Background: an optimization exercise with open tools, aiming at small area, a short achievable clock period and few clock cycles. Do not read the settings as production practice. Only simulation tests tie the RTL to the original design; equivalence was not proved. The clock input has no modelled driver; a real chip could not lean on it and would need a root buffer or a full tree. No activity file was given, so power comes from the tool's default toggle rates.

## lz77_encoder
module lz77_encoder (
	input  logic                 clk,
	input  logic                 reset,
	input  logic                 char_req,
	input  lz77_code_pkg::char_t chardata,
	output logic                 char_ack,
	output logic                 valid,
	output lz77_code_pkg::code_t code,
	output logic                 finish
);
For scale: ~320 cells after synthesis, ~110 flip-flops, ~29 I/O pins, about 4700 um2 of cells after synthesis.
Settings: LEC_CHECK=0, CAP_MARGIN=20, CORE_MARGIN=2, CORE_UTILIZATION=40, SLEW_MARGIN=20; clock period 17.0 ns.
standard.sh (not shown) runs the stock make flow with config.mk's settings and CLKGATE_MAP_FILE= SYNTH_SCRIPT=/design/flow/synth_recipe.tcl, a recipe that flattens the netlist after the stock synthesis.
==> flow/flow/run.sh <==
#!/bin/bash
# Standard ORFS layout with three changes:
#  - fast port buffers (buf_4) instead of the default delay cell,
#  - a one-level clock tree: the clock port drives 4 clkbuf_16, each driving
#    a quarter of the flip-flops (lean_cts.tcl, hooked in by pre_cts.tcl),
#  - timing repair aimed past the 17 ns clock (setup margin), so that the
#    achieved period (17 ns less setup slack) is pushed down.
set -euo pipefail
here=$(pwd)
export BUFFER_PORTS_ARGS="-buffer_cell sky130_fd_sc_hd__buf_4"
export SETUP_SLACK_MARGIN=${MARGIN:-0}
export PRE_CTS_TCL=$here/flow/pre_cts.tcl
export LEAN_CTS_BUFS=4
export LEAN_CTS_CELL=sky130_fd_sc_hd__clkbuf_16
bash standard.sh > standard_flow.log 2>&1
Other scripts of this flow, unchanged in this note and not shown: flow/flow/lean_cts.tcl, flow/flow/pre_cts.tcl
Testbench counts at the start, summed over its fixed seeds: cycles 14,226.
Edit:
--- a/flow/flow/run.sh
+++ b/flow/flow/run.sh
@@ -11 +11 @@
-export SETUP_SLACK_MARGIN=${MARGIN:-0}
+export SETUP_SLACK_MARGIN=${MARGIN:-12.9}
Settings changed: CORE_UTILIZATION 40 to 60.
Effect: Utilization rises by 23 points. Setup slack gets better by 450 ps. Global-route usage rises by 7.1 points. Wire length falls by 1.5%.
Edit:
--- a/flow/flow/run.sh
+++ b/flow/flow/run.sh
@@ -10 +10 @@
-export BUFFER_PORTS_ARGS="-buffer_cell sky130_fd_sc_hd__buf_4"
+export BUFFER_PORTS_ARGS="-buffer_cell sky130_fd_sc_hd__buf_2"
What happened: The changed run completed without violations; total power went down by 0.36%; setup slack gains 5.0 ps; fmax barely changes; register-to-register slack loses 330 ps; via count went up by 1.4%; routed wire length went up by 1.4%; synthesized cell count is unchanged; sequential share of layout area went up by 1.1 points.
Edit:
==> flow/flow/run.sh (replaced) <==
#!/bin/bash
# Standard ORFS layout (the standard.sh, standard synthesis unchanged) with
# three changes:
#  - small port buffers (buf_1) instead of the default delay cell; timing
#    repair upsizes any that matter,
#  - a one-level clock tree: the clock port drives 4 clkbuf_16, each driving
#    a quarter of the flip-flops (lean_cts.tcl, hooked in by pre_cts.tcl in
#    place of clock_tree_synthesis),
#  - timing repair aimed past the 17 ns clock (setup margin 12.9 ns), so that
#    the achieved period (17 ns less setup slack) is pushed down.
# The make output goes to standard_flow.log; ORFS keeps each step's log under
# orfs/logs.
set -euo pipefail
here=$(pwd)
export BUFFER_PORTS_ARGS="-buffer_cell sky130_fd_sc_hd__buf_1"
export SETUP_SLACK_MARGIN=12.9
export PRE_CTS_TCL=$here/flow/pre_cts.tcl
export LEAN_CTS_BUFS=4
export LEAN_CTS_CELL=sky130_fd_sc_hd__clkbuf_16
bash standard.sh > standard_flow.log 2>&1
Settings changed: GPL_TIMING_DRIVEN set to 0.
Result:
- final area grows by 0.35%
- worst hold slack is better by 12 ps
- fmax barely changes
- register-to-register slack is better by 200 ps
- routed wire length shrinks by about 5%
Edit:
Settings changed: CORE_UTILIZATION 60 to 75, GPL_TIMING_DRIVEN 0 to not set.
Result: The new run finished with timing, DRC and antenna clean; via count went up by 9.3%; total power goes up by 1.1%; area after synthesis does not change; final cell count decreases by 7.8%; setup slack hardly moves; final area came out lower by 1.7%; utilization is higher by 17 points; combinational power hardly moves.
Edit:
==> flow/flow/run.sh (replaced) <==
#!/bin/bash
# Standard ORFS layout with three changes:
#  - fast port buffers (buf_4) instead of the default delay cell,
#  - a one-level clock tree: the clock port drives 4 clkbuf_16, each driving
#    a quarter of the flip-flops (lean_cts.tcl, hooked in by pre_cts.tcl),
#  - timing repair aimed past the 17 ns clock (setup margin), so that the
#    achieved period (17 ns less setup slack) is pushed down.
set -euo pipefail
here=$(pwd)
export BUFFER_PORTS_ARGS="-buffer_cell sky130_fd_sc_hd__buf_4"
export SETUP_SLACK_MARGIN=${MARGIN:-13}
export PRE_CTS_TCL=$here/flow/pre_cts.tcl
export LEAN_CTS_BUFS=4
export LEAN_CTS_CELL=sky130_fd_sc_hd__clkbuf_16
bash standard.sh > standard_flow.log 2>&1
Settings changed: CORE_UTILIZATION 75 to 60.
Outcome: The new run passed the timing, design-rule and antenna checks; power is about the same; hold slack improves by 5.0 ps; utilization goes down by 15 points; final area goes up by 4.7%; die area goes up by 24%; routed wire length goes down by 8.2%; register-to-register slack improves by 380 ps; sequential share of layout area goes down by 2.7 points; via count goes down by 8.4%.
No run of this note takes its clock network from TritonCTS; it comes from the design's own scripts or RTL.


Starting RTL as in the previous note.
// lz77_encoder
module lz77_encoder (
	input  logic                 clk,
	input  logic                 reset,
	input  logic                 char_req,
	input  lz77_code_pkg::char_t chardata,
	output logic                 char_ack,
	output logic                 valid,
	output lz77_code_pkg::code_t code,
	output logic                 finish
);
export LEC_CHECK = 0
export CAP_MARGIN = 20
export CORE_MARGIN = 2
export CORE_UTILIZATION = 60
export SLEW_MARGIN = 20
create_clock -name core_clock -period 17.0 [get_ports {clk}]
==> flow/flow/run.sh <==
#!/bin/bash
# Standard ORFS layout with three changes:
#  - fast port buffers (buf_4) instead of the default delay cell,
#  - a one-level clock tree: the clock port drives 4 clkbuf_16, each driving
#    a quarter of the flip-flops (lean_cts.tcl, hooked in by pre_cts.tcl),
#  - timing repair aimed past the 17 ns clock (setup margin), so that the
#    achieved period (17 ns less setup slack) is pushed down.
set -euo pipefail
here=$(pwd)
export BUFFER_PORTS_ARGS="-buffer_cell sky130_fd_sc_hd__buf_1"
export SETUP_SLACK_MARGIN=${MARGIN:-12.9}
export PRE_CTS_TCL=$here/flow/pre_cts.tcl
export LEAN_CTS_BUFS=4
export LEAN_CTS_CELL=sky130_fd_sc_hd__clkbuf_16
bash standard.sh > standard_flow.log 2>&1
Other scripts of this flow, unchanged in this note and not shown: flow/flow/lean_cts.tcl, flow/flow/pre_cts.tcl
The first run ran to the end with no violations.
Testbench counts at the start, summed over its fixed seeds: cycles 14,226.
Edit:
--- a/flow/flow/run.sh
+++ b/flow/flow/run.sh
@@ -10 +10 @@
-export BUFFER_PORTS_ARGS="-buffer_cell sky130_fd_sc_hd__buf_1"
+export BUFFER_PORTS_ARGS="-buffer_cell sky130_fd_sc_hd__buf_4"
- ABC_AREA: not set -> 1
Outcome:
- power increases by 13%
- utilization increases by 1.8 points
- hold slack gains 0.030 ns
- setup slack loses 0.028 ns
Edit:
- ABC_AREA: 1 -> not set
- CORE_UTILIZATION: 60 -> 75
Combinational power shrinks by 29%.
Synthesized area goes down by 8.1%.
Final cell count came out lower by 31%.
Edit:
--- a/flow/flow/run.sh
+++ b/flow/flow/run.sh
@@ -10,2 +10,2 @@
-export BUFFER_PORTS_ARGS="-buffer_cell sky130_fd_sc_hd__buf_4"
-export SETUP_SLACK_MARGIN=${MARGIN:-12.9}
+export BUFFER_PORTS_ARGS="-buffer_cell sky130_fd_sc_hd__buf_1"
+export SETUP_SLACK_MARGIN=${MARGIN:-13.0}
- CORE_UTILIZATION: 75 -> 60
After rerunning:
- die area goes up by 24%
- final cell count goes up by 6.1%
- clock skew goes down by 0.0031 ns
- worst hold slack loses 0.036 ns
- final area goes up by 0.44%
- utilization goes down by 18 points
- worst setup slack gains 0.0078 ns
- critical path depth does not change
- register-to-register slack gains 0.16 ns
- area after synthesis does not change
Edit:
==> flow/flow/run.sh (replaced) <==
#!/bin/bash
# Standard ORFS layout (the standard.sh, standard synthesis unchanged) with
# three changes:
#  - small port buffers (buf_1) instead of the default delay cell; timing
#    repair upsizes any that matter,
#  - a one-level clock tree: the clock port drives 4 clkbuf_16, each driving
#    a quarter of the flip-flops (lean_cts.tcl, hooked in by pre_cts.tcl in
#    place of clock_tree_synthesis),
#  - timing repair aimed past the 17 ns clock (setup margin 12.9 ns), so that
#    the achieved period (17 ns less setup slack) is pushed down.
# The make output goes to standard_flow.log; ORFS keeps each step's log under
# orfs/logs.
set -euo pipefail
here=$(pwd)
export BUFFER_PORTS_ARGS="-buffer_cell sky130_fd_sc_hd__buf_1"
export SETUP_SLACK_MARGIN=12.9
export PRE_CTS_TCL=$here/flow/pre_cts.tcl
export LEAN_CTS_BUFS=4
export LEAN_CTS_CELL=sky130_fd_sc_hd__clkbuf_16
bash standard.sh > standard_flow.log 2>&1
After rerunning: Fmax hardly moves; wire length fell by about 1.9%; area after synthesis stays the same; total power fell by 1.2%; register-to-register slack gets worse by 0.03 ns; cell area fell by 2.4%; hold slack barely changes; setup slack hardly moves.
Edit:
==> flow/flow/run.sh (replaced) <==
#!/bin/bash
# Standard ORFS layout with three changes:
#  - fast port buffers (buf_4) instead of the default delay cell,
#  - a one-level clock tree: the clock port drives 4 clkbuf_16, each driving
#    a quarter of the flip-flops (lean_cts.tcl, hooked in by pre_cts.tcl),
#  - timing repair aimed past the 17 ns clock (setup margin), so that the
#    achieved period (17 ns less setup slack) is pushed down.
set -euo pipefail
here=$(pwd)
export BUFFER_PORTS_ARGS="-buffer_cell sky130_fd_sc_hd__buf_4"
export SETUP_SLACK_MARGIN=${MARGIN:-13}
export PRE_CTS_TCL=$here/flow/pre_cts.tcl
export LEAN_CTS_BUFS=4
export LEAN_CTS_CELL=sky130_fd_sc_hd__clkbuf_16
bash standard.sh > standard_flow.log 2>&1
- CORE_UTILIZATION: 60 -> 40
Outcome:
- flip-flop and latch count is unchanged
- setup slack gets worse by 0.020 ns
- total power went up slightly
- utilization went down by 19 points
- cell area went up by a few percent
- clock skew went up by 0.0053 ns
No run of this note takes its clock network from TritonCTS; it comes from the design's own scripts or RTL.

==> what the ideal ports hide <==
How much do the figures lean on ideal ports? The routed layouts below were timed once more, with nothing changed but the port constraints. Step 1 (the two cells are an assumption about what drives the block):
set clk [get_ports {clk}]
set_driving_cell -lib_cell sky130_fd_sc_hd__clkbuf_16 $clk
set_driving_cell -lib_cell sky130_fd_sc_hd__buf_2 [delete_from_list [all_inputs] $clk]
Step 2 moves the port delays by t, midway between the first and last clock arrival at a register: inputs arrive t later, outputs are due t later. That takes back most of the time a late clock gives input paths. Slacks: ideal ports / drivers / drivers and shift; pairs: ideal ports / drivers.
| run | shift t [ns] | slack for setup (ns) | worst setup path at the end | latest minus earliest clock arrival (ns) |
|---|---|---|---|---|
| the first run of note 1 | 0.238 | 12.451 / 12.376 / 12.614 | register to output | 0.013 / 0.013 |
| the second run of note 1 | 0.236 | 12.901 / 12.824 / 12.828 | input to register | 0.005 / 0.006 |
| the third run of note 1 | 0.239 | 12.906 / 12.828 / 12.876 | input to register | 0.013 / 0.013 |
| the fourth run of note 1 | 0.240 | 12.907 / 12.827 / 12.849 | input to register | 0.007 / 0.007 |
| the fifth run of note 1 | 0.237 | 12.908 / 12.831 / 12.749 | input to register | 0.014 / 0.014 |
| the sixth run of note 1 | 0.236 | 12.900 / 12.822 / 12.822 | input to register | 0.004 / 0.004 |
| the first run of note 2 | 0.237 | 12.912 / 12.835 / 12.874 | input to register | 0.011 / 0.011 |
| the second run of note 2 | 0.247 | 12.885 / 12.802 / 12.798 | input to register | 0.013 / 0.014 |
| the third run of note 2 | 0.239 | 12.903 / 12.824 / 12.838 | input to register | 0.018 / 0.017 |
| the fourth run of note 2 | 0.239 | 12.911 / 12.833 / 12.914 | input to register | 0.013 / 0.012 |
| the fifth run of note 2 | 0.237 | 12.912 / 12.835 / 12.874 | input to register | 0.011 / 0.011 |
| the sixth run of note 2 | 0.241 | 12.893 / 12.817 / 12.870 | input to register | 0.017 / 0.017 |
After both steps setup and hold are still met in every run listed. For the fifth run of note 1, which loses most, drivers alone change the setup slack by -0.077 ns; drivers and shift together by -0.159 ns.
